What follows belongs to an exercise in optimizing a design on an open flow for small area and a short achievable clock period; a production flow would make more cautious choices.
No activity file was given, so power comes from the tool's default toggle rates.

== the previous run ==
## nlb_lpbk
module nlb_lpbk
(
  input  logic                    Clk_400,
  input  logic                    rst_n,
  input  logic                    mmio_wr_valid,
  input  logic                    mmio_rd_valid,
  input  logic [16-1:0] mmio_addr,
  input  logic [16-1:0]   mmio_tid,
  input  logic [64-1:0] mmio_wdata,
  output logic                    mmio_rsp_valid,
  output logic [16-1:0]   mmio_rsp_tid,
  output logic [64-1:0] mmio_rsp_data,
  output logic                    rd_req_valid,
  output logic [42-1:0]  rd_req_addr,
  output logic [16-1:0]   rd_req_tid,
  input  logic                    rd_almfull,
  input  logic                    rd_rsp_valid,
  input  logic [16-1:0]   rd_rsp_tid,
  input  logic [512-1:0]  rd_rsp_data,
  output logic                    wr_req_valid,
  output logic [42-1:0]  wr_req_addr,
  output logic [16-1:0]   wr_req_tid,
  output logic [512-1:0]  wr_req_data,
  input  logic                    wr_almfull,
  input  logic                    wr_rsp_valid,
  input  logic [16-1:0]   wr_rsp_tid
);
clock: 6.0 ns
lec_check: 0
cap_margin: 20
core_area: 10 10 490 490
die_area: 0 0 500 500
setup_slack_margin: 3.15
slew_margin: 20
standard.sh (not shown) runs the stock make flow with config.mk's settings and CLKGATE_MAP_FILE= SYNTH_SCRIPT=/design/flow/synth_recipe.tcl, a recipe that flattens the netlist after the stock synthesis.
==> flow/flow/run.sh <==
#!/bin/bash
# Standard ORFS layout, with plain buf_1 cells as the port buffers and a
# clock tree of larger sink clusters without dummy loads.
set -euo pipefail
export BUFFER_PORTS_ARGS="-buffer_cell sky130_fd_sc_hd__buf_1"
export CTS_ARGS="-sink_clustering_enable -repair_clock_nets -dont_use_dummy_load -sink_clustering_size 20 -sink_clustering_max_diameter 120 -buf_list {sky130_fd_sc_hd__clkbuf_16}"
bash standard.sh finish > run_standard.log 2>&1
What the current run does differently from the previous run at the input level:
Settings: SETUP_SLACK_MARGIN now 3.3, was 3.15.
Per the final summary, the current run finished and its layout is clean on timing, DRC and antenna.
The current run vs. the previous run: number of instances resized during post-cts repair rose about 100%; data-path buffer share of cell area in the final layout rose 1.4 points; post-layout instance area rose 3.1%; via count of the routed design rose about 2%; fraction of area in registers fell 0.85 points.
In the current run relative to the previous run, first-pass GRT wire length had gone up by a few percent.
Going from the previous run to the current run, total power roughly the same; area growth from synthesis to layout went up.
No run of this note included a check of the RTL's function; only the layout flow was run.

The RTL this note starts from:
==> flow/design.v <==
package nlb_pkg;
  typedef enum logic [2:0]
  {
    LPBK1 = 3'd0,
    READ  = 3'd1,
    WRITE = 3'd2,
    TRPUT = 3'd3
  } nlb_mode_e;
  typedef struct packed
  {
    logic [64-4:0] rsvd;
    logic force_cmp;
    logic start;
    logic test_rst_n;
  } nlb_ctl_t;
  typedef struct packed
  {
    logic [64-6:0] rsvd_hi;
    nlb_mode_e mode;
    logic [1:0] rsvd_lo;
  } nlb_cfg_t;
  typedef union packed
  {
    logic [64-1:0] raw;
    nlb_ctl_t ctl;
    nlb_cfg_t cfg;
  } nlb_csr_word_u;
endpackage
`timescale 1ns/1ps
module nlb_lpbk
(
  input  logic                    Clk_400,
  input  logic                    rst_n,
  input  logic                    mmio_wr_valid,
  input  logic                    mmio_rd_valid,
  input  logic [16-1:0] mmio_addr,
  input  logic [16-1:0]   mmio_tid,
  input  logic [64-1:0] mmio_wdata,
  output logic                    mmio_rsp_valid,
  output logic [16-1:0]   mmio_rsp_tid,
  output logic [64-1:0] mmio_rsp_data,
  output logic                    rd_req_valid,
  output logic [42-1:0]  rd_req_addr,
  output logic [16-1:0]   rd_req_tid,
  input  logic                    rd_almfull,
  input  logic                    rd_rsp_valid,
  input  logic [16-1:0]   rd_rsp_tid,
  input  logic [512-1:0]  rd_rsp_data,
  output logic                    wr_req_valid,
  output logic [42-1:0]  wr_req_addr,
  output logic [16-1:0]   wr_req_tid,
  output logic [512-1:0]  wr_req_data,
  input  logic                    wr_almfull,
  input  logic                    wr_rsp_valid,
  input  logic [16-1:0]   wr_rsp_tid
);
  logic [64-1:0] scratch;
  logic [64-1:0] src_reg;
  logic [64-1:0] dst_reg;
  logic [32-1:0]   num_lines;
  logic [64-1:0] ctl;
  logic [64-1:0] ctl_nx;
  logic [64-1:0] cfg;
  logic [64-1:0] rd_data;
  logic run;
  logic run_nx;
  logic cfg_wr_en;
  assign run    = ctl[0] & ctl[1];
  assign ctl_nx = !rst_n ? '0
                : (mmio_wr_valid && mmio_addr == 16'h0138) ? mmio_wdata : ctl;
  assign run_nx = ctl_nx[0] & ctl_nx[1];
  assign cfg_wr_en = mmio_wr_valid & ~run;
  always_ff @(posedge Clk_400)
  begin
    ctl <= ctl_nx;
    if (!rst_n)
    begin
      src_reg   <= '0;
      dst_reg   <= '0;
      num_lines <= '0;
      cfg       <= '0;
    end
    else if (cfg_wr_en)
    begin
      case (mmio_addr)
        16'h0120:  src_reg   <= mmio_wdata;
        16'h0128:  dst_reg   <= mmio_wdata;
        16'h0130: num_lines <= mmio_wdata[32-1:0];
        16'h0140:       cfg       <= mmio_wdata;
        default:            ;
      endcase
    end
  end
  always_ff @(posedge Clk_400)
  begin
    if (cfg_wr_en && mmio_addr == 16'h0100)
      scratch <= mmio_wdata;
  end
  logic m_copy;    
  logic m_pat;     
  logic m_rd;      
  logic m_wr;      
  logic need_r;    
  logic [2:0] mode_nx;
  assign mode_nx = !rst_n ? 3'd0
                 : (cfg_wr_en && mmio_addr == 16'h0140) ? mmio_wdata[4:2] : cfg[4:2];
  always_ff @(posedge Clk_400)
  begin
    m_copy <= (mode_nx == 3'd0);
    m_pat  <= (mode_nx[2:1] == 2'b01);
    m_rd   <= (mode_nx != 3'd2);
    m_wr   <= (mode_nx == 3'd0) | (mode_nx[2:1] == 2'b01);
    need_r <= (mode_nx != 3'd0) & (mode_nx != 3'd2);
  end
  logic run_q;       
  logic going;       
  logic going_nx;
  logic done_q;
  logic done_nx;
  logic test_done;
  logic td_nx;
  logic all_done;
  logic [63:0] num_clocks;
  logic [32-1:0] num_reads;
  logic [32-1:0] num_writes;
  assign all_done = (~m_wr | (num_writes == num_lines))
                  & (~need_r | (num_reads == num_lines));
  assign done_nx  = rst_n & run & (done_q | all_done);
  assign going_nx = run_nx & run;
  assign td_nx    = done_nx | (going_nx & ctl_nx[2]);
  always_ff @(posedge Clk_400)
  begin
    run_q     <= rst_n & run;
    going     <= going_nx;
    done_q    <= done_nx;
    test_done <= td_nx;
    if (!rst_n || !run)
      num_clocks <= '0;
    else if (!test_done)
      num_clocks <= num_clocks + 64'd1;
  end
  logic [32-1:0]  line_idx;
  logic [32-1:0]  line_inc;
  logic [42-1:0] rd_addr_q;
  logic [32-1:0]  line_nx;
  logic [42-1:0] rd_addr_inc;
  logic [2:0]             pend;
  logic [2:0]             pend_nx;
  logic                   rd_more;
  logic                   rd_more_nx;
  logic                   lines_nz;
  logic                   rd_can;
  logic                   rd_can_nx;
  logic                   rd_req;
  logic                   rd_can_nc;   
  logic                   rd_can_c;    
  assign rd_req_valid = ~rd_almfull & (rd_can_nc | (rd_can_c & ~wr_almfull));
  assign rd_req       = rd_can & ~rd_almfull & ~(m_copy & wr_almfull);
  assign rd_req_addr  = rd_addr_q;
  assign rd_req_tid   = line_idx[16-1:0];
  assign lines_nz    = (num_lines != '0);
  assign line_inc    = line_idx + 1'b1;
  assign rd_addr_inc = rd_addr_q + 1'b1;
  assign line_nx     = !run_q ? '0 : rd_req ? line_inc : line_idx;
  always_comb
  begin
    if (!run_q)
    begin
      rd_more_nx = lines_nz;
      pend_nx    = 3'd0;
    end
    else
    begin
      rd_more_nx = rd_req ? (line_inc != num_lines) : rd_more;
      if (rd_req && !rd_rsp_valid)
        pend_nx = pend + 3'd1;
      else if (!rd_req && rd_rsp_valid)
        pend_nx = pend - 3'd1;
      else
        pend_nx = pend;
    end
  end
  assign rd_can_nx = going_nx & m_rd & ~td_nx & rd_more_nx & (pend_nx != 3'd7);
  always_ff @(posedge Clk_400)
  begin
    rd_more <= rd_more_nx;
    pend    <= pend_nx;
    rd_can    <= rd_can_nx;
    rd_can_nc <= rd_can_nx & ~m_copy;
    rd_can_c  <= rd_can_nx & m_copy;
    line_idx  <= line_nx;
    if (!run_q)
      rd_addr_q <= src_reg[42-1:0];
    else if (rd_req)
      rd_addr_q <= rd_addr_inc;
  end
  always_ff @(posedge Clk_400)
  begin
    if (!rst_n || !(going && m_rd))
      num_reads <= '0;
    else if (rd_rsp_valid && !test_done)
      num_reads <= num_reads + 1'b1;
  end
  logic [16-1:0]  wr_tid_q;
  logic [42-1:0] wr_addr_q;
  logic [42-1:0] wr_addr_inc;
  logic [16:0]    wr_lo_sum;
  logic [42-16-1:0] dst_hi_inc;
  logic [512-1:0] wr_data_q;
  logic                   wr_more;
  logic                   wr_more_nx;
  logic                   copy_issue;
  logic                   pat_can;
  logic                   pat_can_nx;
  logic                   copy_nx;
  logic                   wr_can;      
  logic                   pat_issue;
  logic [32-1:0]  pat_idx;
  logic [32-1:0]  pat_inc;
  logic [32-1:0]  pat_nx;
  assign pat_idx   = wr_data_q[32-1:0];
  assign pat_issue = wr_can & ~m_copy & ~wr_almfull;
  assign wr_req_valid = copy_issue | (pat_can & ~wr_almfull);
  assign wr_req_addr  = wr_addr_q;
  assign wr_req_tid   = wr_tid_q;
  assign wr_req_data  = wr_data_q;
  assign pat_inc     = pat_idx + 1'b1;
  assign wr_addr_inc = wr_addr_q + 1'b1;
  assign wr_lo_sum   = {1'b0, dst_reg[16-1:0]} + {1'b0, rd_rsp_tid};
  assign dst_hi_inc  = dst_reg[42-1:16] + 1'b1;
  assign pat_nx      = !run_q ? '0 : pat_issue ? pat_inc : pat_idx;
  assign wr_more_nx  = !run_q ? lines_nz : pat_issue ? (pat_inc != num_lines) : wr_more;
  assign pat_can_nx  = going_nx & m_pat & ~td_nx & wr_more_nx;
  assign copy_nx     = rd_rsp_valid & run & run_nx & m_copy & ~td_nx;
  always_ff @(posedge Clk_400)
  begin
    copy_issue <= copy_nx;
    pat_can    <= pat_can_nx;
    wr_can     <= copy_nx | pat_can_nx;
    wr_more    <= wr_more_nx;
    if (m_copy)
    begin
      wr_tid_q  <= rd_rsp_tid;
      wr_data_q <= rd_rsp_data;
    end
    else
    begin
      wr_tid_q  <= pat_nx[16-1:0];
      wr_data_q <= {(512/32){pat_nx}};
    end
    if (m_copy)
      wr_addr_q <= {wr_lo_sum[16] ? dst_hi_inc : dst_reg[42-1:16],
                    wr_lo_sum[16-1:0]};
    else if (!run_q)
      wr_addr_q <= dst_reg[42-1:0];
    else if (pat_issue)
      wr_addr_q <= wr_addr_inc;
  end
  always_ff @(posedge Clk_400)
  begin
    if (!rst_n || !(going && m_wr))
      num_writes <= '0;
    else if (wr_rsp_valid && !test_done)
      num_writes <= num_writes + 1'b1;
  end
  always_comb
  begin
    case (mmio_addr)
      16'h0000:       rd_data = 64'h1000_0100_0000_0001;
      16'h0100:   rd_data = scratch;
      16'h0120:  rd_data = src_reg;
      16'h0128:  rd_data = dst_reg;
      16'h0130: rd_data = {{(64-32){1'b0}}, num_lines};
      16'h0138:       rd_data = ctl;
      16'h0140:       rd_data = cfg;
      16'h0160:    rd_data = {{(64-1){1'b0}}, test_done};
      16'h0168:    rd_data = {num_writes, num_reads};
      16'h0170:    rd_data = num_clocks;
      default:            rd_data = '0;
    endcase
  end
  always_ff @(posedge Clk_400)
  begin
    mmio_rsp_valid <= rst_n & mmio_rd_valid;
    mmio_rsp_tid   <= mmio_tid;
    mmio_rsp_data  <= rd_data;
  end
endmodule
==> flow/config.mk <==
export PLATFORM = sky130hd
export DESIGN_NAME = nlb_lpbk
export DESIGN_NICKNAME = nlb_lpbk
export VERILOG_FILES = /design/flow/design.v
export SDC_FILE = /design/flow/constraint.sdc
export NUM_CORES = 4
export LEC_CHECK = 0
export CAP_MARGIN = 20
export CORE_AREA = 10 10 490 490
export DIE_AREA = 0 0 500 500
export SETUP_SLACK_MARGIN = 3.45
export SLEW_MARGIN = 20
export TNS_END_PERCENT = 5
==> flow/constraint.sdc <==
create_clock -name core_clock -period 6.0 [get_ports {Clk_400}]
set_input_delay 1.2000 -clock core_clock [delete_from_list [all_inputs] [get_ports {Clk_400}]]
set_output_delay 1.2000 -clock core_clock [all_outputs]
set_load 0.01 [all_outputs]
Scripts as last shown in full above: flow/flow/run.sh
The starting point ran to the end with no violations.
Then changed:
- SETUP_SLACK_MARGIN: 3.45 -> 3.3
The changed run finished with timing, DRC and antenna clean.
Via count went down by 0.91%.
Wire length shrinks by 0.48%.
Die area does not change.
Cell area came out lower by 1.3%.
Non-clock buffer count decreases by 59.
Worst setup slack gets worse by 0.012 ns.
Power hardly moves.
Function was not checked in any run of this note: the RTL went through the layout flow alone.

==> re-timing with driven ports <==
How much do the figures lean on ideal ports? The routed layouts below were timed once more, with nothing changed but the port constraints. Step 1 sets driving cells, clkbuf_16 on the clock port and buf_2 on the other inputs (assumed; they add their load-dependent delay and slew). Step 2, shift: input delay + t, output delay - t, t = (earliest + latest rising clock arrival at the registers) / 2. This alone moves slack from input paths to output paths. Slacks: no drivers / after step 1 / after step 2; pairs: no drivers / after step 1.
run | t, ns | setup WS [ns] | worst data-port slew with drivers (ns)
the previous run | 0.794 | 2.797 / 2.666 / 1.872 | 0.31
the current run | 0.781 | 2.860 / 2.662 / 1.880 | 0.36
the first run of note 2 | 0.796 | 2.853 / 2.698 / 2.001 | 0.47
the second run of note 2 | 0.790 | 2.841 / 2.699 / 2.009 | 0.43
After both steps setup and hold are still met in every run listed. For the current run, which loses most, drivers alone change the setup slack by -0.198 ns; drivers and shift together by -0.980 ns.
